From an optimization exercise on the open Yosys and OpenROAD flow, aimed at small area; shortcuts taken in it are not production practice.
At most, simulation tests tie the RTL to the original design; equivalence was not proved.
For run 5, only the layout was checked, not whether the RTL still works.
Power is estimated from default activity; no workload was simulated.

## flow/design.v

```verilog
module reg_file_sb #(
   parameter int DATA_W = 32,
   parameter int ADDR_W = 5
) (
   input  logic              clk,
   input  logic              rst_n,
   input  logic [ADDR_W-1:0] ra1,
   input  logic [ADDR_W-1:0] ra2,
   output logic [DATA_W-1:0] rd1,
   output logic [DATA_W-1:0] rd2,
   input  logic              we,
   input  logic [ADDR_W-1:0] wa,
   input  logic [DATA_W-1:0] wd,
   input  logic              rsv,
   input  logic [ADDR_W-1:0] rsv_a,
   output logic              pend1,
   output logic              pend2,
   output logic              stall
);
   localparam int DEPTH = 2 ** ADDR_W;
   logic [DATA_W-1:0] r_regs [1:DEPTH-1];
   logic [DEPTH-1:1]  r_val;
   logic [DEPTH-1:1]  r_pend;
   logic [DEPTH-1:1]  w_wdec;
   logic [DEPTH-1:1]  w_rdec;
   logic [DEPTH-1:1]  w_wdec_n;
   logic [DEPTH-1:1]  w_s1;
   logic [DEPTH-1:1]  w_s2;
   logic              w_byp1;
   logic              w_byp2;
   always_comb begin
      for (int i = 1; i < DEPTH; i++) begin
         w_wdec[i] = we && (wa == ADDR_W'(i));
         w_wdec_n[i] = !w_wdec[i];
         w_rdec[i] = rsv && (rsv_a == ADDR_W'(i));
         w_s1[i]   = (ra1 == ADDR_W'(i)) && !w_wdec[i];
         w_s2[i]   = (ra2 == ADDR_W'(i)) && !w_wdec[i];
      end
      w_byp1 = rst_n && we && (wa != '0) && (ra1 == wa);
      w_byp2 = rst_n && we && (wa != '0) && (ra2 == wa);
   end
   logic [DATA_W-1:0] w_nxt [1:DEPTH-1];
   for (genvar i = 1; i < DEPTH; i++) begin : g_row
      rf_hold #(.W(DATA_W)) u_hold (
         .q(r_regs[i]), .wd(wd), .en(w_wdec[i]), .en_n(w_wdec_n[i]), .d(w_nxt[i])
      );
   end
   always_ff @(posedge clk) begin
      for (int i = 1; i < DEPTH; i++) begin
         r_regs[i] <= w_nxt[i];
      end
   end
   always_ff @(posedge clk or negedge rst_n) begin
      if (!rst_n) begin
         r_val  <= '0;
         r_pend <= '0;
      end else begin
         r_val  <= r_val | w_wdec;
         r_pend <= (r_pend & ~w_wdec) | w_rdec;
      end
   end
   logic [DEPTH-1:0] w_sel1, w_sel2, w_psel1, w_psel2;
   logic [DEPTH-1:0] w_col [DATA_W];
   always_comb begin
      w_sel1[0] = w_byp1;
      w_sel2[0] = w_byp2;
      w_psel1[0] = 1'b0;
      w_psel2[0] = 1'b0;
      for (int i = 1; i < DEPTH; i++) begin
         w_sel1[i]  = w_s1[i] && r_val[i];
         w_sel2[i]  = w_s2[i] && r_val[i];
         w_psel1[i] = w_s1[i] && r_pend[i];
         w_psel2[i] = w_s2[i] && r_pend[i];
      end
      for (int b = 0; b < DATA_W; b++) begin
         w_col[b][0] = wd[b];
         for (int i = 1; i < DEPTH; i++) begin
            w_col[b][i] = r_regs[i][b];
         end
      end
   end
   for (genvar b = 0; b < DATA_W; b++) begin : g_rd
      rf_aomux #(.N(DEPTH)) u_rd1 (.s(w_sel1), .d(w_col[b]), .y(rd1[b]));
      rf_aomux #(.N(DEPTH)) u_rd2 (.s(w_sel2), .d(w_col[b]), .y(rd2[b]));
   end
   assign pend1 = |w_psel1;
   assign pend2 = |w_psel2;
   assign stall = pend1 || pend2;
endmodule
module rf_aomux #(
   parameter int N = 32
) (
   input  logic [N-1:0] s,
   input  logic [N-1:0] d,
   output logic         y
);
   localparam int G = (N + 2) / 3;
   logic [G-1:0] w_n;
   for (genvar g = 0; g < N / 3; g++) begin : g_grp
      rf_ao3i u_ao (.s(s[3*g +: 3]), .d(d[3*g +: 3]), .y(w_n[g]));
   end
   if (N % 3 == 2) begin : g_last
      assign w_n[G-1] = ~|(s[N-2 +: 2] & d[N-2 +: 2]);
   end else if (N % 3 == 1) begin : g_last
      assign w_n[G-1] = ~(s[N-1] & d[N-1]);
   end
   assign y = ~&w_n;
endmodule
module rf_ao3i (
   input  logic [2:0] s,
   input  logic [2:0] d,
   output logic       y
);
   assign y = ~|(s & d);
endmodule
module rf_hold #(
   parameter int W = 32
) (
   input  logic [W-1:0] q,
   input  logic [W-1:0] wd,
   input  logic         en,
   input  logic         en_n,
   output logic [W-1:0] d
);
   assign d = (q & {W{en_n}}) | (wd & {W{en}});
endmodule
```

## flow/flow/run.sh

```bash
#!/bin/bash
# The standard ORFS layout with three changes:
#  * every combinational cell is set to drive strength 1 right after
#    floorplan (flow/downsize.tcl); placement repair and the timing repair
#    after CTS size up what needs it;
#  * the clock tree uses clkbuf_16 sink buffers over larger sink clusters and
#    no dummy loads;
#  * port buffers are buf_1 instead of clkdlybuf4s50_1.
# Each step's full log is under orfs/logs/; make's output goes to flow.log.
set -euo pipefail
HERE=$(pwd)
CTS="-sink_clustering_enable -repair_clock_nets -dont_use_dummy_load -sink_clustering_size 28 -sink_clustering_max_diameter 80 -buf_list sky130_fd_sc_hd__clkbuf_16"
bash standard.sh \
  "CTS_ARGS=$CTS" \
  "BUFFER_PORTS_ARGS=-buffer_cell sky130_fd_sc_hd__buf_1" \
  "POST_FLOORPLAN_TCL=$HERE/flow/downsize.tcl" \
  finish > flow.log 2>&1
```

## flow/flow/downsize.tcl

```tcl
# Set every combinational standard cell to the drive strength 1 variant of
# its family before placement. The placement and CTS repair steps then size
# up only the cells whose load, slew or timing needs it. Registers and
# physical-only cells keep their cells.
set n_down 0
foreach inst [get_cells *] {
  set ref [get_property $inst ref_name]
  if {![regexp {^(sky130_fd_sc_hd__([a-z0-9]+))_([0-9]+)$} $ref -> base fam drv]} {
    continue
  }
  if {[regexp {^(s?e?df|dl|tap|conb|fill|decap|diode|lpflow|probe)} $fam]} {
    continue
  }
  if {$drv <= 1} {
    continue
  }
  set cand [get_lib_cells -quiet */${base}_1]
  if {[llength $cand] == 0} {
    continue
  }
  if {[get_property [lindex $cand 0] dont_use]} {
    continue
  }
  replace_cell $inst [lindex $cand 0]
  incr n_down
}
puts "downsize: $n_down cells set to drive strength 1"
```

## flow/standard.sh

```bash
#!/bin/bash
# synth_recipe.tcl (not shown) runs the flow's synth.tcl, then flattens the netlist and writes it again
# the make line also repeats each setting of config.mk as NAME=value (left out here)
make -C /OpenROAD-flow-scripts/flow DESIGN_CONFIG=/design/flow/config.mk WORK_HOME=/design/flow/orfs CLKGATE_MAP_FILE= SYNTH_SCRIPT=/design/flow/synth_recipe.tcl "${@:-finish}"
```

## flow/config.mk

```make
export PLATFORM = sky130hd
export DESIGN_NAME = reg_file_sb
export DESIGN_NICKNAME = reg_file_sb
export VERILOG_FILES = /design/flow/design.v
export SDC_FILE = /design/flow/constraint.sdc
export NUM_CORES = 4
export LEC_CHECK = 0
export CAP_MARGIN = 20
export CORE_MARGIN = 2
export CORE_UTILIZATION = 60
export SETUP_SLACK_MARGIN = 0.3
export SLEW_MARGIN = 20
export SYNTH_HIERARCHICAL = 1
export SYNTH_MINIMUM_KEEP_SIZE = 0
```

## flow/constraint.sdc

```tcl
create_clock -name core_clock -period 8.0 [get_ports {clk}]
set_input_delay 1.6000 -clock core_clock [delete_from_list [all_inputs] [get_ports {clk}]]
set_output_delay 1.6000 -clock core_clock [all_outputs]
set_load 0.01 [all_outputs]
```

==> flow_metrics.py, run 1 <==
metrics = {
    "synthesis": {
        "synth_cell_types": 65,
        "synth_area_sq_um": 43500,
        "synth_warnings": 12,
        "async_flop_share_pct": 5.88,
        "synth_flop_cell": "dfxtp_1",
        "netlist_instances": 3623,
        "seq_area_frac_synth_pct": 49.3,
        "synth_edf_count": 0,
        "synth.avg_cell_area_sq_um": 12.0,
        "syn_nets": 3679,
        "yosys_register_bits": 1054,
    },
    "route": {
        "drt-met1-wl_um": 67500,
        "drc": 0,
        "ant_nets": 0,
        "top_layer_used": "met5",
        "drt_iter0_markers": 12500,
        "routed_wl_um": 193000,
        "wire_per_inst_um": 41.2,
        "firstDrtPassIters": 17,
        "met3WireLength_um": 34300,
        "via_per_inst": 9.06,
        "vias": 42600,
        "route.met2.wl_um": 77800,
    },
    "floorplanning": {
        "fp.coreArea_sq_um": 71600,
        "die-area_sq_um": 74600,
        "die_x_um": 273,
        "die_y_um": 273,
        "initial_utilization_pct": 60.7,
        "num_rows": 98,
        "ios": 123,
    },
    "worst_setup_path": {
        "worst_ep_required_time_ps": 6400,
        "regToRegEndpoint": "r_pend[9]",
        "worstSetupStartpointType": "input port",
        "end_kind": "primary output",
        "arrival_ps": 5590,
        "critPathMaxFanout": 32,
        "r2r_slack_ps": 7000,
        "startpoint": "we",
        "reg2reg_depth": 2,
        "critPathKind": "in -> out",
        "reg2reg_from": "r_pend[9]",
    },
    "grt": {
        "grt_antenna_before_repair": 16,
        "grt_pass1_vias": 40000,
        "grt_max_degree": 63,
        "track_usage_pct": 49.1,
        "grt_overflow": 0,
        "grt_pass1_wl_um": 274000,
    },
    "finish": {
        "final_common_cell": "a22o_1",
        "synthToLayoutAreaGrowth_pct": 4.15,
        "final_util_pct": 63.2,
        "most-common-layout-cells": "a22o_1, dfxtp_1, a222oi_1",
        "layout.nets": 3805,
        "layout-drive-gt1-share_pct": 8.06,
        "final_area_sq_um": 45300,
    },
    "timing": {
        "hold_violations": 0,
        "rsz0062_at_grt": "false",
        "finalCritPeriodShare_pct": 89.8,
        "finalSetupTns_ps": 0,
        "worst_slew_pin_slew_ps": 1200,
        "whs_ps": 473,
        "max_freq_ghz": 0.139,
        "final-setup-viol-count": 0,
        "fin_worst_skew_ps": 0,
        "relSlewSlack_pct": 20.2,
        "final_max_slew_viol_count": 0,
        "setup_ws_ps": 812,
        "period_minus_slack_ps": 7190,
    },
    "job": {
        "max_cap_viol_count": 0,
    },
    "placed_design": {
        "placement.io_buffers": 122,
        "dpl_worst_slack_ps": 1200,
        "dpl_cell_area_sq_um": 44000,
        "routabilityCongestion": 1.00,
        "hpwlAfterDp_um": 112000,
    },
    "worst_hold_path": {
        "min_path_cells": 1,
        "worstHoldEndpoint": "r_val[2]",
        "min_path_type": "reg -> reg",
        "hp-start": "r_val[2]",
    },
    "clocking": {
        "cts_sinks": 1054,
        "cts_tree": "done",
        "ctsResizeCount": 0,
        "htreeDepth": 2,
        "clk_pin_slew_worst_paths_ps": 70,
        "post-cts-setup-buffers": 0,
        "cts.hold.buffers_added": 0,
        "numCtsBuffers": 49,
        "root_buffer": "clkbuf_16",
        "clockBufferDepth": 3,
        "insertion_delay_ps": 640,
    },
    "pwr": {
        "p_per_area_nw_per_um2": 262,
        "peakVddDrop_uv": 275,
        "power.leakage_nw": 17.2,
    },
    "outcome": {
        "status": "complete, no violations",
    },
}
-- metrics by stage --
stage	power, mW	instances
after global placement	8.86	4647
after floorplan	8.34	3623
after CTS	11.7	4696
after global routing	12.2	4697
after detailed placement	9.01	4647
final	11.9	4700
-- power by group --
group          leakage [nW]  switching (mW)  internal, mW
clock network         0.604            1.71          1.10
registers              8.99           0.844          6.31
logic                  7.61           0.893          1.02
-- worst max-delay path by stage --
| stage | slack, ps | endpoint |
|---|---|---|
| final | 810 | rd1[19] |
| after CTS | 1170 | rd2[6] |
| after global routing | 810 | rd1[14] |
| after global placement | 1280 | rd2[26] |
| after floorplan | 1200 | rd1[0] |
| after detailed placement | 1200 | rd2[6] |
-- per-module statistics from Yosys, one instance, submodules excluded, a selection --
module,area (sq um),times used,flops+latches
reg_file_sb,23900,1,1054
rf_ao3i,10.0,640,0
-- worst max-delay path, stage by stage --
cell      delay (ps)
buf_1            450
nand2_1          140
nor3b_1          680
nand2_1          190
nand2_1          170
nor3_2            50
buf_4            330
a222oi_1         560
nand4_1          530
or4_1            700
buf_1            170
-- kinds of logic (layout without fill, tap and decap cells) --
family,Yosys count,in the layout,share of synthesized area (%)
compound gates,1797,1797,37.6
xor+xnor,10,10,0.202
buf+inv,249,373,5.57
flops,1054,1054,49.3
mux,1,1,0.0230
other cells,0,3,0
simple gates,512,512,7.31
-- cells in the mapped netlist (all sizes together), types with 2 or more instances --
cell type / number / share of area [%]
a222oi: 640 / 15
xor2: 4 / 0.081
nand2b: 28 / 0.42
nand4b: 3 / 0.12
buf: 201 / 5.1
o211ai: 4 / 0.081
nand3: 13 / 0.15
nor3b: 2 / 0.035
nor2b: 5 / 0.072
nor4: 3 / 0.058
or3b: 2 / 0.040
nor3: 63 / 0.73
inv: 36 / 0.31
dfrtp: 62 / 3.6
o21a: 2 / 0.035
nor2: 17 / 0.15
clkbuf: 12 / 0.13
a22o: 1056 / 21
o31a: 2 / 0.043
o22ai: 20 / 0.29
xnor2: 6 / 0.12
nand4bb: 3 / 0.078
and4bb: 3 / 0.095
or4: 65 / 1.7
o21ai: 59 / 0.69
nand4: 131 / 1.9
nand3b: 5 / 0.095
o221ai: 5 / 0.10
or2: 16 / 0.23
or3: 4 / 0.060
o32ai: 2 / 0.040
o31ai: 2 / 0.035
dfxtp: 992 / 46
nand2: 143 / 1.3
and4b: 2 / 0.046
-- registers in the layout, summed over array words and instances, names as in the netlist --
register and flops:
r_regs 992, r_pend 31, r_val 31
-- layout make-up --
class,count,area (sq um)
Inverter,36,135
Clock buffer,49,1230
Sequential cell,1054,21400
Multi-Input combinational cell,2320,19600
Timing Repair Buffer,288,1730
Fill cell,5733,26300
Tap cell,950,1190
Antenna cell,3,7.51
-- per-layer routing --
| metal | up-vias | global-route usage (%) |
|---|---|---|
| met5 | - | 0 |
| met1 | 20500 | 63.7 |
| met4 | 16 | 29.7 |
| met2 | 4653 | 69.1 |
| li1 | 16300 | - |
| met3 | 1087 | 18.6 |
==> run 2, diff against run 1 <==
--- a/flow/design.v
+++ b/flow/design.v
@@ -30,13 +30,27 @@
    logic              w_byp2;
+   logic [3:0]        w_wh;
+   logic [7:0]        w_wl;
+   logic [DEPTH-1:1]  w_vk;
+   logic              w_bok;
    always_comb begin
+      for (int j = 0; j < 4; j++) begin
+         w_wh[j] = we && (wa[4:3] == 2'(j));
+      end
+      for (int k = 0; k < 8; k++) begin
+         w_wl[k] = (wa[2:0] == 3'(k));
+      end
       for (int i = 1; i < DEPTH; i++) begin
-         w_wdec[i] = we && (wa == ADDR_W'(i));
-         w_wdec_n[i] = !w_wdec[i];
          w_rdec[i] = rsv && (rsv_a == ADDR_W'(i));
-         w_s1[i]   = (ra1 == ADDR_W'(i)) && !w_wdec[i];
-         w_s2[i]   = (ra2 == ADDR_W'(i)) && !w_wdec[i];
+         w_s1[i]   = (ra1 == ADDR_W'(i));
+         w_s2[i]   = (ra2 == ADDR_W'(i));
+         w_vk[i]   = r_val[i] && w_wdec_n[i];
       end
-      w_byp1 = rst_n && we && (wa != '0) && (ra1 == wa);
-      w_byp2 = rst_n && we && (wa != '0) && (ra2 == wa);
+      w_bok = rst_n && we && (wa != '0);
    end
+   for (genvar i = 1; i < DEPTH; i++) begin : g_dec
+      rf_and2  u_en  (.a(w_wh[i / 8]), .b(w_wl[i % 8]), .y(w_wdec[i]));
+      rf_nand2 u_enn (.a(w_wh[i / 8]), .b(w_wl[i % 8]), .y(w_wdec_n[i]));
+   end
+   rf_and2 u_byp1 (.a(w_bok), .b(ra1 == wa), .y(w_byp1));
+   rf_and2 u_byp2 (.a(w_bok), .b(ra2 == wa), .y(w_byp2));
    logic [DATA_W-1:0] w_nxt [1:DEPTH-1];
@@ -58,3 +72,3 @@
          r_val  <= r_val | w_wdec;
-         r_pend <= (r_pend & ~w_wdec) | w_rdec;
+         r_pend <= (r_pend & w_wdec_n) | w_rdec;
       end
@@ -63,5 +77,5 @@
    logic [DEPTH-1:0] w_col [DATA_W];
+   assign w_sel1[0] = w_byp1;
+   assign w_sel2[0] = w_byp2;
    always_comb begin
-      w_sel1[0] = w_byp1;
-      w_sel2[0] = w_byp2;
       w_psel1[0] = 1'b0;
@@ -69,6 +83,4 @@
       for (int i = 1; i < DEPTH; i++) begin
-         w_sel1[i]  = w_s1[i] && r_val[i];
-         w_sel2[i]  = w_s2[i] && r_val[i];
-         w_psel1[i] = w_s1[i] && r_pend[i];
-         w_psel2[i] = w_s2[i] && r_pend[i];
+         w_psel1[i] = w_s1[i] && r_pend[i] && w_wdec_n[i];
+         w_psel2[i] = w_s2[i] && r_pend[i] && w_wdec_n[i];
       end
@@ -80,2 +92,6 @@
       end
+   end
+   for (genvar i = 1; i < DEPTH; i++) begin : g_sel
+      rf_and2 u_s1 (.a(w_s1[i]), .b(w_vk[i]), .y(w_sel1[i]));
+      rf_and2 u_s2 (.a(w_s2[i]), .b(w_vk[i]), .y(w_sel2[i]));
    end
@@ -126 +142,15 @@
 endmodule
+module rf_and2 (
+   input  logic a,
+   input  logic b,
+   output logic y
+);
+   assign y = a & b;
+endmodule
+module rf_nand2 (
+   input  logic a,
+   input  logic b,
+   output logic y
+);
+   assign y = ~(a & b);
+endmodule
--- a/flow/config.mk
+++ b/flow/config.mk
@@ -9,3 +9,4 @@
 export CORE_MARGIN = 2
-export CORE_UTILIZATION = 60
+export CORE_UTILIZATION = 40
+export PLACE_DENSITY = 0.75
 export SETUP_SLACK_MARGIN = 0.3
==> run 2 against run 1 <==
Compared with the run above: cell count up 10%; synthesized area grew 0.71%; sequential cell count unchanged; fmax decreased by 3.5%; count of clock-buffer cells in the layout fell by 5; global-route usage shrank 16 points; synthesized cell count is 1.8% higher.
==> flow_metrics.py, run 2 <==
metrics = {
    "clocking": {
        "cts_sinks": 1054,
        "insertion_delay_ps": 630,
        "clk_pin_slew_worst_paths_ps": 100,
        "ctsResizeCount": 0,
        "clockBufferDepth": 3,
        "cts_tree": "done",
        "numCtsBuffers": 44,
        "post-cts-setup-buffers": 0,
        "cts.hold.buffers_added": 0,
        "htreeDepth": 2,
        "root_buffer": "clkbuf_16",
    },
    "worst_setup_path": {
        "r2r_slack_ps": 7000,
        "path_buf_inv": 4,
        "critPathMaxFanout": 35,
        "regToRegEndpoint": "r_pend[14]",
        "startpoint": "wa[0]",
        "arrival_ps": 5850,
        "reg2reg_depth": 2,
        "reg2reg_from": "r_pend[14]",
        "critPathKind": "in -> out",
        "cp_top_family": "simple AND/OR/NAND/NOR gates",
        "end_kind": "primary output",
        "cp_slowest_cell": "or4_1",
        "slowest_delay_ps": 740,
        "worst_ep_required_time_ps": 6400,
        "worstSetupStartpointType": "input port",
        "path_cells": "buf_1, nor3_1, buf_4, nand2_2, buf_4, and2_1, and2_2, a222oi_1, nand4_1, or4_1, buf_1",
    },
    "synthesis": {
        "yosysTopAreaCell": "dfxtp_1",
        "synth_cell_types": 56,
        "synth_warnings": 12,
        "netlist_instances": 3688,
        "synth.avg_cell_area_sq_um": 11.9,
        "synth_edf_count": 0,
        "synth_area_sq_um": 43800,
        "yosysMostFrequentCell": "a22o_1",
        "yosys_register_bits": 1054,
        "synth_flop_cell": "dfxtp_1",
        "synth_common_cells": "a22o_1, dfxtp_1, a222oi_1, buf_6, nand2_1",
        "synth_top_cell_area_share_pct": 45.4,
        "synthTopCellsByArea": "dfxtp_1, a22o_1, a222oi_1",
        "syn_nets": 3744,
        "seq_area_frac_synth_pct": 48.9,
        "async_flop_share_pct": 5.88,
    },
    "finish": {
        "largest_register_ffs": 992,
        "finalNonFillerCells": 5185,
        "layout.nets": 3823,
        "synthToLayoutAreaGrowth_pct": 4.12,
        "reg_top3": "r_regs x992, r_pend x31, r_val x31",
        "final_area_sq_um": 45600,
        "most-common-layout-cells": "a22o_1, dfxtp_1, a222oi_1",
        "final_common_cell": "a22o_1",
        "largest_register": "r_regs",
        "layout-drive-gt1-share_pct": 6.64,
    },
    "timing": {
        "whs_ps": 468,
        "finalSetupTns_ps": 0,
        "rsz0062_at_grt": "false",
        "final_max_slew_viol_count": 0,
        "final-setup-viol-count": 0,
        "relSlewSlack_pct": 14.1,
        "period_minus_slack_ps": 7450,
        "finalCritPeriodShare_pct": 93.1,
        "max_freq_ghz": 0.134,
        "hold_violations": 0,
        "fin_worst_skew_ps": 0,
        "worst_slew_pin_slew_ps": 1290,
    },
    "route": {
        "routed_wl_um": 197000,
        "drc": 0,
        "drt_iter0_markers": 14900,
        "firstDrtPassIters": 27,
        "ant_nets": 0,
        "via_per_inst": 8.21,
        "vias": 42600,
        "wire_per_inst_um": 38.0,
    },
    "grt": {
        "grt_overflow": 0,
        "grt_pass1_vias": 39800,
        "grt_max_degree": 63,
        "grt_antenna_before_repair": 10,
        "grt_pass1_wl_um": 276000,
        "track_usage_pct": 32.9,
    },
    "placed_design": {
        "dpl_cell_area_sq_um": 44500,
        "hpwlAfterDp_um": 111000,
        "dp.cells": 5135,
        "placement.io_buffers": 122,
        "routabilityCongestion": 1.02,
    },
    "floorplanning": {
        "die_x_um": 335,
        "die_y_um": 335,
        "num_rows": 121,
        "die-area_sq_um": 112000,
        "fp.coreArea_sq_um": 109000,
        "ios": 123,
        "initial_utilization_pct": 40.3,
    },
    "worst_hold_path": {
        "hp-start": "r_val[27]",
        "min_path_cells": 1,
        "min_path_type": "reg -> reg",
        "worstHoldEndpoint": "r_val[27]",
    },
    "job": {
        "max_cap_viol_count": 0,
    },
    "pwr": {
        "power.total_mw": 11.7,
        "peakVddDrop_uv": 166,
        "p_per_area_nw_per_um2": 258,
        "power.leakage_nw": 17.0,
    },
    "outcome": {
        "status": "complete, no violations",
    },
}
==> run 2: stage by stage <==
step	setup slack, ps	util (%)
2_1_floorplan	1930	-
3_3_place_gp	1220	40.9
3_5_place_dp	1140	40.9
4_1_cts	1130	41.9
5_1_grt	710	41.9
6_report	552	41.9
==> run 2: per-layer routing <==
layer,up-vias,GRT usage (%),share of wire [%]
met5,-,1.61,0.13
met4,17,20.4,7.4
met3,1110,15.6,20
met2,4907,43.3,38
met1,20200,42.7,35
li1,16300,-,-
==> run 2: layout make-up <==
type,instances,area [sq um]
fill,10300,63100
sequential,1054,21400
multi-input combinational,2419,19900
tap,1414,1770
timing repair buffer,247,1410
clock buffer,44,1100
antenna,6,15.0
inverter,1,3.75
==> run 2: power breakdown <==
group	total [mW]	internal, mW	switching, mW
registers	7.15	6.31	0.843
clock network	2.69	0.994	1.69
logic	1.90	1.03	0.874
total	11.7	8.33	3.41
==> run 2: Yosys stat by module, one instance, submodules excluded, a selection <==
module,cells,cell area (sq um),times used,flops+latches
reg_file_sb,1424,23500,1,1054
rf_and2,1,6.26,95,0
rf_ao3i,1,10.0,640,0
rf_nand2,1,3.75,31,0
==> run 2: cells by family (layout without fill, tap and decap cells) <==
| group | count (synthesis) | count (layout) | share of synthesized area [%] |
|---|---|---|---|
| buf+inv | 215 | 292 | 5.20 |
| xor+xnor | 10 | 10 | 0.200 |
| simple gates | 644 | 644 | 8.76 |
| flops | 1054 | 1054 | 48.9 |
| other cells | 0 | 6 | 0 |
| compound gates | 1765 | 1765 | 36.9 |
==> run 2: how the worst max path moves through the flow <==
stage	to	slack, ps	cells past startpoint
2_1_floorplan	rd2[0]	1930	8
3_3_place_gp	rd1[29]	1220	11
3_5_place_dp	rd1[29]	1140	11
4_1_cts	rd1[29]	1130	11
5_1_grt	rd1[29]	710	11
6_report	rd1[29]	550	11
==> run 3, diff against run 2 <==
--- a/flow/config.mk
+++ b/flow/config.mk
@@ -10,3 +10,2 @@
 export CORE_UTILIZATION = 40
-export PLACE_DENSITY = 0.75
 export SETUP_SLACK_MARGIN = 0.3
==> run 3 against run 2 <==
Compared with the run above: core utilization about the same; synthesized area unchanged; first-iteration DRC count down 24%; critical path depth unchanged; clock power up 4%; sequential share of layout area about the same; cell count down 0.25%; count of clock-buffer cells in the layout up 4; register-to-register slack better by 220 ps.
==> flow_metrics.py, run 3 <==
metrics = {
    "outcome": {
        "status": "complete, no violations",
    },
    "finish": {
        "layout-drive-gt1-share_pct": 7.33,
        "layout.nets": 3808,
        "most-common-layout-cells": "a22o_1, dfxtp_1, a222oi_1",
        "finalNonFillerCells": 5172,
        "final_area_sq_um": 45600,
        "largest_register_ffs": 992,
        "reg_top3": "r_regs x992, r_pend x31, r_val x31",
        "largest_register": "r_regs",
        "synthToLayoutAreaGrowth_pct": 4.21,
        "final_common_cell": "a22o_1",
    },
    "timing": {
        "relSlewSlack_pct": 14.8,
        "rsz0062_at_grt": "false",
        "period_minus_slack_ps": 7240,
        "final_max_slew_viol_count": 0,
        "final-setup-viol-count": 0,
        "finalCritPeriodShare_pct": 90.6,
        "hold_violations": 0,
        "fin_worst_skew_ps": 0,
        "setup_ws_ps": 756,
        "whs_ps": 464,
        "max_freq_ghz": 0.138,
        "finalSetupTns_ps": 0,
        "worst_slew_pin_slew_ps": 1280,
    },
    "floorplanning": {
        "die-area_sq_um": 112000,
        "die_y_um": 335,
        "num_rows": 121,
        "fp.coreArea_sq_um": 109000,
        "die_x_um": 335,
        "ios": 123,
        "initial_utilization_pct": 40.3,
    },
    "synthesis": {
        "synth_fa_ha_area_share_pct": 0,
        "synth_edf_count": 0,
        "synthSimpleGateAreaFrac_pct": 8.76,
        "synth_warnings": 12,
        "synth_common_cells": "a22o_1, dfxtp_1, a222oi_1, buf_6, nand2_1",
        "synthTopCellsByArea": "dfxtp_1, a22o_1, a222oi_1",
        "yosysMostFrequentCell": "a22o_1",
        "yosysTopAreaCell": "dfxtp_1",
        "seq_area_frac_synth_pct": 48.9,
        "synth_compound_area_share_pct": 36.9,
        "synth_area_sq_um": 43800,
        "async_flop_share_pct": 5.88,
        "synth_mux_area_share_pct": 0,
        "synth_cell_types": 56,
        "yosys_register_bits": 1054,
        "synth_flop_cell": "dfxtp_1",
        "synth.avg_cell_area_sq_um": 11.9,
        "synth_top_family_by_area": "compound AO/OA/AOI/OAI gates",
        "synth_top_cell_area_share_pct": 45.4,
        "syn_nets": 3744,
        "synth-xor-area-share_pct": 0.200,
        "netlist_instances": 3688,
    },
    "grt": {
        "grt_overflow": 0,
        "grt_max_degree": 63,
        "grt_antenna_before_repair": 12,
        "grt_pass1_vias": 37700,
        "grt_pass1_wl_um": 274000,
        "track_usage_pct": 33.0,
    },
    "placed_design": {
        "dpl_worst_slack_ps": 1050,
        "hpwlAfterDp_um": 112000,
        "dpl_cell_area_sq_um": 44400,
        "routabilityCongestion": 1.00,
        "dp.cells": 5115,
        "placement.io_buffers": 122,
    },
    "clocking": {
        "cts_tree": "done",
        "clk_pin_slew_worst_paths_ps": 90,
        "post-cts-setup-buffers": 0,
        "root_buffer": "clkbuf_16",
        "htreeDepth": 2,
        "insertion_delay_ps": 650,
        "numCtsBuffers": 48,
        "cts_sinks": 1054,
        "cts.hold.buffers_added": 0,
        "ctsResizeCount": 0,
        "clockBufferDepth": 3,
    },
    "worst_setup_path": {
        "path_buf_inv": 4,
        "arrival_ps": 5640,
        "slowest_delay_ps": 740,
        "cp_top_family": "simple AND/OR/NAND/NOR gates",
        "worst_ep_required_time_ps": 6400,
        "path_cells": "buf_1, and3_1, buf_4, nand2_2, buf_4, and2_1, and2_2, a222oi_1, nand4_1, or4_1, buf_1",
        "worstSetupStartpointType": "input port",
        "critPathKind": "in -> out",
        "end_kind": "primary output",
        "cp_slowest_cell": "or4_1",
        "critPathMaxFanout": 34,
    },
    "route": {
        "firstDrtPassIters": 15,
        "drc": 0,
        "routed_wl_um": 196000,
        "drt_iter0_markers": 11300,
        "wire_per_inst_um": 37.9,
        "vias": 40600,
        "via_per_inst": 7.85,
        "ant_nets": 0,
    },
    "pwr": {
        "p_per_area_nw_per_um2": 259,
        "peakVddDrop_uv": 148,
        "power.leakage_nw": 17.0,
    },
    "job": {
        "max_cap_viol_count": 0,
    },
    "worst_hold_path": {
        "min_path_type": "reg -> reg",
    },
}
run 3: final timing paths:
kind                       startpoint         end  slack (ps)  depth (start not counted)
max                             wa[4]      rd1[0]         760                         11
min                         r_val[31]   r_val[31]         460                          1
max reg2reg                r_pend[28]  r_pend[28]        7220                          2
min reg2reg                 r_val[31]   r_val[31]         460                          1
max in group asynchronous       rst_n   r_val[21]        6180                          2
min in group asynchronous       rst_n  r_pend[30]        1210                          2
run 3: report_power, final:
part / switching [mW] / total, mW / internal (mW)
sequential: 0.823 / 7.13 / 6.31
clock: 1.73 / 2.81 / 1.08
combinational: 0.836 / 1.86 / 1.03
run 3: kinds of logic (layout without fill, tap and decap cells):
family          count (synthesis)  in the layout
other cells                     0              8
flops                        1054           1054
buf+inv                       215            277
compound gates               1765           1765
xor+xnor                       10             10
simple gates                  644            644
run 3: area by class of cell:
class	count	area, sq um
Multi-Input combinational cell	2419	19900
Timing Repair Buffer	228	1300
Antenna cell	8	20.0
Inverter	1	3.75
Fill cell	10400	63100
Clock buffer	48	1200
Sequential cell	1054	21400
Tap cell	1414	1770
run 3: Yosys stat by module, one instance, submodules excluded, a selection:
module,flip-flops and latches,copies in the design,cells inside,cell area [sq um]
reg_file_sb,1054,1,1424,23500
rf_and2,0,95,1,6.26
rf_ao3i,0,640,1,10.0
rf_nand2,0,31,1,3.75
run 3: routing by layer:
metal | routed length [um] | GRT usage, %
met4 | 11000 | 16.7
met2 | 78600 | 46.4
met1 | 74600 | 44.7
met3 | 31600 | 10.9
met5 | 44 | 0
run 3: metrics by stage:
stage | total power [mW] | utilization, %
final | 11.8 | 42.0
after global routing | 12.2 | 41.9
after CTS | 11.7 | 41.9
after detailed placement | 8.98 | 40.8
after global placement | 8.91 | 40.8
after floorplan | 8.35 | -
==> run 4, diff against run 3 <==
--- a/flow/flow/run.sh
+++ b/flow/flow/run.sh
@@ -11,3 +11,3 @@
 HERE=$(pwd)
-CTS="-sink_clustering_enable -repair_clock_nets -dont_use_dummy_load -sink_clustering_size 28 -sink_clustering_max_diameter 80 -buf_list sky130_fd_sc_hd__clkbuf_16"
+CTS="-sink_clustering_enable -repair_clock_nets -dont_use_dummy_load -sink_clustering_size 32 -sink_clustering_max_diameter 60 -buf_list sky130_fd_sc_hd__clkbuf_16"
 bash standard.sh \
==> run 4 against run 3 <==
Compared with the run above: register-to-register slack is essentially flat; combinational power is essentially flat; fmax shrank 0.83%; worst setup slack lost 61 ps; largest cell class unchanged; core utilization grew 0.46 points.
==> flow_metrics.py, run 4 <==
metrics = {
    "timing": {
        "worst_slew_pin_slew_ps": 1280,
        "finalSetupTns_ps": 0,
        "final-setup-viol-count": 0,
        "relSlewSlack_pct": 14.9,
        "finalCritPeriodShare_pct": 91.3,
        "fin_worst_skew_ps": 0,
        "final_max_slew_viol_count": 0,
        "hold_violations": 0,
        "max_freq_ghz": 0.137,
        "period_minus_slack_ps": 7310,
        "rsz0062_at_grt": "false",
    },
    "synthesis": {
        "yosys_register_bits": 1054,
        "netlist_instances": 3688,
        "synthTopCellsByArea": "dfxtp_1, a22o_1, a222oi_1",
        "seq_area_frac_synth_pct": 48.9,
        "synth_top_cell_area_share_pct": 45.4,
        "syn_nets": 3744,
        "synth_flop_cell": "dfxtp_1",
        "synth_warnings": 12,
        "yosysMostFrequentCell": "a22o_1",
        "synth_area_sq_um": 43800,
        "yosysTopAreaCell": "dfxtp_1",
        "synth_edf_count": 0,
        "async_flop_share_pct": 5.88,
        "synth_common_cells": "a22o_1, dfxtp_1, a222oi_1, buf_6, nand2_1",
        "synth_cell_types": 56,
        "synth.avg_cell_area_sq_um": 11.9,
    },
    "floorplanning": {
        "ios": 123,
        "die_y_um": 335,
        "die-area_sq_um": 112000,
        "initial_utilization_pct": 40.3,
        "die_x_um": 335,
        "fp.coreArea_sq_um": 109000,
        "num_rows": 121,
    },
    "pwr": {
        "p_sw_mw": 3.49,
        "p_seq_share_pct": 57.7,
        "comb_power_share_pct": 15.1,
        "pwr-share-clk_pct": 27.2,
        "p_per_area_nw_per_um2": 268,
        "p_int_mw": 8.87,
        "swShare_pct": 28.2,
        "peakVddDrop_uv": 214,
        "power.leakage_nw": 17.2,
        "power.total_mw": 12.4,
    },
    "finish": {
        "synthToLayoutAreaGrowth_pct": 5.34,
        "layout.nets": 3828,
        "fillers": 10400,
        "reg_top3": "r_regs x992, r_pend x31, r_val x31",
        "most-common-layout-cells": "a22o_1, dfxtp_1, a222oi_1",
        "largest_register": "r_regs",
        "final_common_cell": "a22o_1",
        "largest_register_ffs": 992,
        "layout-drive-gt1-share_pct": 7.82,
    },
    "worst_setup_path": {
        "critPathKind": "in -> out",
        "slowest_delay_ps": 780,
        "cp_top_family": "simple AND/OR/NAND/NOR gates",
        "arrival_ps": 5710,
        "worstSetupStartpointType": "input port",
        "end_kind": "primary output",
        "critPathMaxFanout": 34,
        "cp_slowest_cell": "or4_1",
        "path_cells": "buf_1, and3_1, buf_4, nand2_2, buf_4, and2_1, and2_2, a222oi_1, nand4_1, or4_1, buf_1",
        "reg2reg_depth": 2,
        "path_buf_inv": 4,
        "worst_ep_required_time_ps": 6400,
        "worst-path-stages": 11,
    },
    "worst_hold_path": {
        "min_path_type": "reg -> reg",
        "min_path_cells": 1,
    },
    "route": {
        "firstDrtPassIters": 13,
        "routed_wl_um": 197000,
        "wire_per_inst_um": 37.9,
        "ant_nets": 0,
        "drc": 0,
        "vias": 40700,
        "via_per_inst": 7.85,
        "drt_iter0_markers": 11200,
    },
    "grt": {
        "grt_pass1_wl_um": 275000,
        "track_usage_pct": 33.1,
        "grt_overflow": 0,
        "grt_pass1_vias": 38000,
        "grt_antenna_before_repair": 11,
        "grt_max_degree": 63,
    },
    "clocking": {
        "numCtsBuffers": 69,
        "root_buffer": "clkbuf_16",
        "cts_sinks": 1054,
        "htreeDepth": 3,
        "clk_pin_slew_worst_paths_ps": 50,
        "clockBufferDepth": 3,
        "post-cts-setup-buffers": 0,
        "ctsResizeCount": 0,
        "insertion_delay_ps": 640,
        "cts_tree": "done",
        "cts.hold.buffers_added": 0,
    },
    "placed_design": {
        "placement.io_buffers": 122,
        "hpwlAfterDp_um": 112000,
        "routabilityCongestion": 1.00,
    },
    "job": {
        "max_cap_viol_count": 0,
    },
    "outcome": {
        "status": "complete, no violations",
    },
}
## run 4: area by class of cell
type	count	area (sq um)	share of cell area, %
Inverter	1	3.75	0.00814
Tap cell	1414	1770	3.84
Timing Repair Buffer	227	1270	2.75
Antenna cell	7	17.5	0.0380
Sequential cell	1054	21400	46.4
Multi-Input combinational cell	2419	19900	43.2
Clock buffer	69	1730	3.75
## run 4: power by group through the flow
stage | Sequential [mW] | Clock, mW | Combinational [mW]
after floorplan | 6.97 | 0 | 1.37
after global placement | 7.15 | 0 | 1.76
after detailed placement | 7.17 | 0 | 1.80
after CTS | 7.07 | 3.36 | 1.80
after global routing | 7.23 | 3.55 | 1.95
final | 7.13 | 3.37 | 1.86
## run 4: modules after synthesis, one instance, submodules excluded, excerpt
module / times used / cells inside / area (sq um)
reg_file_sb: 1 / 1424 / 23500
rf_ao3i: 640 / 1 / 10.0
rf_and2: 95 / 1 / 6.26
rf_nand2: 31 / 1 / 3.75
## run 4: metal layers
metal  track usage (%)  share of wire [%]  up-vias
li1                  -                  -    16400
met3              11.8                 16      683
met1              44.4                 38    19900
met5                 0              0.016        -
met2              46.7                 40     3771
met4              16.5                5.8        4
## run 4: path summary, 6_finish.rpt
kind                                 start          to  slack [ps]
worst max register to register  r_pend[22]  r_pend[22]        7210
max in group asynchronous            rst_n   r_val[21]        6140
min in group asynchronous            rst_n   r_pend[8]        1220
worst min register to register   r_val[21]   r_val[21]         450
worst max-delay path                 wa[4]     rd1[14]         690
worst min-delay path             r_val[21]   r_val[21]         450
## run 4: cell families after synthesis
group	share of synthesized area, %
flops	48.9
simple gates	8.76
buf+inv	5.20
xor+xnor	0.200
compound gates	36.9
## run 4: metrics by stage
stage	worst slack, ps	util, %	std cells	hold WS [ps]	cell area (sq um)
3_5_place_dp	1050	40.8	5115	441	44400
4_1_cts	1040	42.4	5184	453	46100
5_1_grt	707	42.4	5186	471	46100
2_1_floorplan	1930	-	3688	427	43800
3_3_place_gp	1090	40.8	5115	437	44400
6_report	695	42.4	5191	455	46100
==> run 5, diff against run 4 <==
--- a/flow/design.v
+++ b/flow/design.v
@@ -49,5 +49,10 @@
    end
+   localparam int HW = DATA_W / 2;
+   logic [DEPTH-1:1]  w_wdec_h1;
+   logic [DEPTH-1:1]  w_wdec_n_h1;
    for (genvar i = 1; i < DEPTH; i++) begin : g_dec
-      rf_and2  u_en  (.a(w_wh[i / 8]), .b(w_wl[i % 8]), .y(w_wdec[i]));
-      rf_nand2 u_enn (.a(w_wh[i / 8]), .b(w_wl[i % 8]), .y(w_wdec_n[i]));
+      rf_and2  u_en0  (.a(w_wh[i / 8]), .b(w_wl[i % 8]), .y(w_wdec[i]));
+      rf_nand2 u_enn0 (.a(w_wh[i / 8]), .b(w_wl[i % 8]), .y(w_wdec_n[i]));
+      rf_and2  u_en1  (.a(w_wh[i / 8]), .b(w_wl[i % 8]), .y(w_wdec_h1[i]));
+      rf_nand2 u_enn1 (.a(w_wh[i / 8]), .b(w_wl[i % 8]), .y(w_wdec_n_h1[i]));
    end
@@ -57,4 +62,9 @@
    for (genvar i = 1; i < DEPTH; i++) begin : g_row
-      rf_hold #(.W(DATA_W)) u_hold (
-         .q(r_regs[i]), .wd(wd), .en(w_wdec[i]), .en_n(w_wdec_n[i]), .d(w_nxt[i])
+      rf_hold #(.W(HW)) u_hold0 (
+         .q(r_regs[i][HW-1:0]), .wd(wd[HW-1:0]), .en(w_wdec[i]), .en_n(w_wdec_n[i]),
+         .d(w_nxt[i][HW-1:0])
+      );
+      rf_hold #(.W(DATA_W - HW)) u_hold1 (
+         .q(r_regs[i][DATA_W-1:HW]), .wd(wd[DATA_W-1:HW]), .en(w_wdec_h1[i]),
+         .en_n(w_wdec_n_h1[i]), .d(w_nxt[i][DATA_W-1:HW])
       );
@@ -75,4 +85,6 @@
    end
-   logic [DEPTH-1:0] w_sel1, w_sel2, w_psel1, w_psel2;
+   logic [DEPTH-1:0] w_sel1, w_sel2, w_sel1b, w_sel2b, w_psel1, w_psel2;
    logic [DEPTH-1:0] w_col [DATA_W];
+   rf_and2 u_byp1b (.a(w_bok), .b(ra1 == wa), .y(w_sel1b[0]));
+   rf_and2 u_byp2b (.a(w_bok), .b(ra2 == wa), .y(w_sel2b[0]));
    assign w_sel1[0] = w_byp1;
@@ -94,8 +106,15 @@
    for (genvar i = 1; i < DEPTH; i++) begin : g_sel
-      rf_and2 u_s1 (.a(w_s1[i]), .b(w_vk[i]), .y(w_sel1[i]));
-      rf_and2 u_s2 (.a(w_s2[i]), .b(w_vk[i]), .y(w_sel2[i]));
+      rf_and2 u_s1  (.a(w_s1[i]), .b(w_vk[i]), .y(w_sel1[i]));
+      rf_and2 u_s2  (.a(w_s2[i]), .b(w_vk[i]), .y(w_sel2[i]));
+      rf_and2 u_s1b (.a(w_s1[i]), .b(w_vk[i]), .y(w_sel1b[i]));
+      rf_and2 u_s2b (.a(w_s2[i]), .b(w_vk[i]), .y(w_sel2b[i]));
    end
    for (genvar b = 0; b < DATA_W; b++) begin : g_rd
-      rf_aomux #(.N(DEPTH)) u_rd1 (.s(w_sel1), .d(w_col[b]), .y(rd1[b]));
-      rf_aomux #(.N(DEPTH)) u_rd2 (.s(w_sel2), .d(w_col[b]), .y(rd2[b]));
+      if (b < HW) begin : g_lo
+         rf_aomux #(.N(DEPTH)) u_rd1 (.s(w_sel1), .d(w_col[b]), .y(rd1[b]));
+         rf_aomux #(.N(DEPTH)) u_rd2 (.s(w_sel2), .d(w_col[b]), .y(rd2[b]));
+      end else begin : g_hi
+         rf_aomux #(.N(DEPTH)) u_rd1 (.s(w_sel1b), .d(w_col[b]), .y(rd1[b]));
+         rf_aomux #(.N(DEPTH)) u_rd2 (.s(w_sel2b), .d(w_col[b]), .y(rd2[b]));
+      end
    end
@@ -118,3 +137,3 @@
    if (N % 3 == 2) begin : g_last
-      assign w_n[G-1] = ~|(s[N-2 +: 2] & d[N-2 +: 2]);
+      rf_ao2i u_ao (.s(s[N-2 +: 2]), .d(d[N-2 +: 2]), .y(w_n[G-1]));
    end else if (N % 3 == 1) begin : g_last
@@ -142,2 +161,9 @@
 endmodule
+module rf_ao2i (
+   input  logic [1:0] s,
+   input  logic [1:0] d,
+   output logic       y
+);
+   assign y = ~|(s & d);
+endmodule
 module rf_and2 (
--- a/flow/flow/run.sh
+++ b/flow/flow/run.sh
@@ -11,3 +11,3 @@
 HERE=$(pwd)
-CTS="-sink_clustering_enable -repair_clock_nets -dont_use_dummy_load -sink_clustering_size 32 -sink_clustering_max_diameter 60 -buf_list sky130_fd_sc_hd__clkbuf_16"
+CTS="-sink_clustering_enable -repair_clock_nets -dont_use_dummy_load -sink_clustering_size 28 -sink_clustering_max_diameter 80 -buf_list sky130_fd_sc_hd__clkbuf_16"
 bash standard.sh \
==> run 5 against run 4 <==
Compared with the run above: still clean; sequential cell count unchanged; design area barely moved; via count down 0.90%; core utilization decreased by 1.9 points; clock skew unchanged; register-to-register slack lost 60 ps; combinational power barely moved; wire length shrank 6.4%.
==> flow_metrics.py, run 5 <==
metrics = {
    "grt": {
        "grt_max_degree": 45,
        "grt_overflow": 0,
        "track_usage_pct": 29.7,
        "grt_antenna_before_repair": 15,
        "grt_pass1_wl_um": 264000,
        "grt_pass1_vias": 36800,
    },
    "route": {
        "vias": 40400,
        "route.met2.wl_um": 79800,
        "routed_wl_um": 184000,
        "drt-met1-wl_um": 72200,
        "wire_per_inst_um": 34.2,
        "drc": 0,
        "firstDrtPassIters": 14,
        "top_layer_used": "met5",
        "via_per_inst": 7.51,
        "met3WireLength_um": 21800,
        "drt_iter0_markers": 10700,
        "ant_nets": 0,
    },
    "pwr": {
        "peakVddDrop_uv": 194,
        "power.total_mw": 11.8,
        "pwr-share-clk_pct": 23.9,
        "p_int_mw": 8.44,
        "p_per_area_nw_per_um2": 256,
        "comb_power_share_pct": 15.7,
        "swShare_pct": 28.6,
        "p_sw_mw": 3.37,
        "p_seq_share_pct": 60.4,
        "power.leakage_nw": 16.9,
    },
    "timing": {
        "relSlewSlack_pct": 24.0,
        "final-setup-viol-count": 0,
        "finalCritPeriodShare_pct": 90.6,
        "period_minus_slack_ps": 7250,
        "hold_violations": 0,
        "fin_worst_skew_ps": 0,
        "final_max_slew_viol_count": 0,
        "worst_slew_pin_slew_ps": 1140,
        "finalSetupTns_ps": 0,
        "max_freq_ghz": 0.138,
        "rsz0062_at_grt": "false",
    },
    "clocking": {
        "insertion_delay_ps": 680,
        "root_buffer": "clkbuf_16",
        "cts_sinks": 1054,
        "clockBufferDepth": 3,
        "post-cts-setup-buffers": 0,
        "ctsResizeCount": 0,
        "numCtsBuffers": 49,
        "htreeDepth": 2,
        "clk_pin_slew_worst_paths_ps": 80,
        "cts_tree": "done",
        "cts.hold.buffers_added": 0,
    },
    "synthesis": {
        "synth_cell_types": 57,
        "seq_area_frac_synth_pct": 46.8,
        "async_flop_share_pct": 5.88,
        "synth.avg_cell_area_sq_um": 11.8,
        "yosys_register_bits": 1054,
        "yosysMostFrequentCell": "dfxtp_1",
        "netlist_instances": 3876,
        "yosysTopAreaCell": "dfxtp_1",
        "syn_nets": 3932,
        "synth_area_sq_um": 45800,
        "synth_top_cell_area_share_pct": 43.4,
        "synth_flop_cell": "dfxtp_1",
        "synth_common_cells": "dfxtp_1, a222oi_1, a22o_1, a22o_2, and2_1",
        "synth_warnings": 12,
        "synthTopCellsByArea": "dfxtp_1, a222oi_1, a22o_1",
        "synth_edf_count": 0,
    },
    "worst_setup_path": {
        "critPathKind": "in -> out",
        "worstSetupStartpointType": "input port",
        "path_cells": "buf_1, nor3b_2, buf_4, nand2_1, and2_1, and2_1, a222oi_1, nand4_1, or3_1, buf_1",
        "slowest_delay_ps": 670,
        "critPathMaxFanout": 18,
        "cp_slowest_cell": "a222oi_1",
        "end_kind": "primary output",
        "path_buf_inv": 3,
        "cp_top_family": "simple AND/OR/NAND/NOR gates",
        "worst_ep_required_time_ps": 6400,
        "arrival_ps": 5650,
    },
    "floorplanning": {
        "die-area_sq_um": 117000,
        "die_y_um": 342,
        "die_x_um": 342,
        "initial_utilization_pct": 40.2,
        "fp.coreArea_sq_um": 114000,
        "num_rows": 124,
        "ios": 123,
    },
    "finish": {
        "layout-drive-gt1-share_pct": 4.56,
        "synthToLayoutAreaGrowth_pct": 0.675,
        "reg_top3": "r_regs x992, r_pend x31, r_val x31",
        "multi_input_area_sq_um": 20400,
        "seqCellArea_sq_um": 21400,
        "largest_register": "r_regs",
        "finalNonFillerCells": 5375,
        "fillers": 11000,
        "layout.nets": 3916,
        "largest_register_ffs": 992,
        "most-common-layout-cells": "a22o_1, dfxtp_1, a222oi_1",
    },
    "placed_design": {
        "routabilityCongestion": 0.962,
        "hpwlAfterDp_um": 124000,
        "dp.cells": 5321,
        "placement.io_buffers": 122,
    },
    "job": {
        "max_cap_viol_count": 0,
    },
    "worst_hold_path": {
        "min_path_type": "reg -> reg",
    },
    "outcome": {
        "status": "complete, no violations",
    },
}
-- run 5: kinds of logic after synthesis --
group                     synth area share [%]
AOI/OAI and AO/OA                         36.7
DFF                                       46.8
and+or+nand+nor                           9.40
buffers and inverters                     7.00
xor gates and xnor gates                 0.191
-- run 5: worst paths after layout --
path	from	end	slack (ps)	cells past startpoint
setup / recovery	wa[1]	rd1[14]	750	10
hold / removal	r_val[17]	r_val[17]	450	1
setup reg to reg	r_pend[23]	r_pend[23]	7150	2
hold reg to reg	r_val[17]	r_val[17]	450	1
max in group asynchronous	rst_n	r_pend[15]	6070	2
min in group asynchronous	rst_n	r_val[15]	860	1
-- run 5: power by group through the flow --
stage	combinational [mW]	clock, mW	sequential, mW
floorplan	1.42	0	6.99
global placement	1.78	0	7.17
detailed placement	1.81	0	7.19
CTS	1.81	2.85	7.08
global route	1.96	3.02	7.25
finish	1.85	2.82	7.14
-- run 5: metrics by stage --
stage                     hold WS [ps]  cell area (sq um)  util, %  setup WS [ps]
after floorplan                    427              45800        -           1670
after global placement             437              44900     39.4           1010
after detailed placement           440              44900     39.4            941
after CTS                          459              46100     40.5            945
after global routing               482              46100     40.5            698
final                              455              46100     40.5            749
-- run 5: worst register-to-register path: stages (launching register included) --
cell and delay [ps]:
dfrtp_1 380, nand2_1 220, o21ai_0 130
-- run 5: layout make-up --
type | count | area share [%]
diodes | 5 | 0.0271
clock buffers | 49 | 2.66
inverters | 1 | 0.00814
multi-input cells | 2545 | 44.3
flip-flops and latches | 1054 | 46.4
well taps | 1512 | 4.10
repair buffers | 209 | 2.50
-- run 5: metal layers --
| metal | track usage [%] | up-vias |
|---|---|---|
| li1 | - | 16700 |
| met4 | 14.0 | 26 |
| met2 | 44.8 | 3181 |
| met1 | 41.2 | 20000 |
| met3 | 4.95 | 473 |
| met5 | 0 | - |
-- run 5: per-module statistics from Yosys (local to each module, per instance), a selection --
| module | area (sq um) | cells | flops+latches |
|---|---|---|---|
| reg_file_sb | 23500 | 1424 | 1054 |
| rf_ao2i | 12.5 | 1 | 0 |
| rf_ao3i | 10.0 | 1 | 0 |
| rf_and2 | 6.26 | 1 | 0 |
| rf_nand2 | 3.75 | 1 | 0 |

## static timing again, ports no longer ideal
No port has a modelled driver above. Below, the same layouts with a new extraction and two added sets of constraints. Step 1 assumes that a clkbuf_16 drives the clock port and a buf_2 every other input. Step 2, shift: input delay + t, output delay - t, t = (earliest + latest rising clock arrival at the registers) / 2. This alone moves slack from input paths to output paths. a / b / c = no drivers / after step 1 / after step 2; a / b = the first two.
| run | t (ns) | setup slack, ns | slew at the worst register clock pin (ns) | pins driven straight from the clock port |
|---|---|---|---|---|
| run 1 | 0.707 | 0.812 / 0.746 / 0.746 | 0.12 / 0.12 | 1 |
| run 2 | 0.714 | 0.552 / 0.533 / 0.533 | 0.12 / 0.12 | 1 |
| run 3 | 0.727 | 0.756 / 0.641 / 0.641 | 0.11 / 0.11 | 1 |
| run 4 | 0.711 | 0.695 / 0.626 / 0.626 | 0.10 / 0.10 | 1 |
| run 5 | 0.716 | 0.749 / 0.639 / 0.639 | 0.12 / 0.12 | 1 |
After both steps every run listed still meets setup and hold. The setup slack of run 3, which loses most, moves by -0.115 ns with the drivers and by -0.115 ns with both steps.
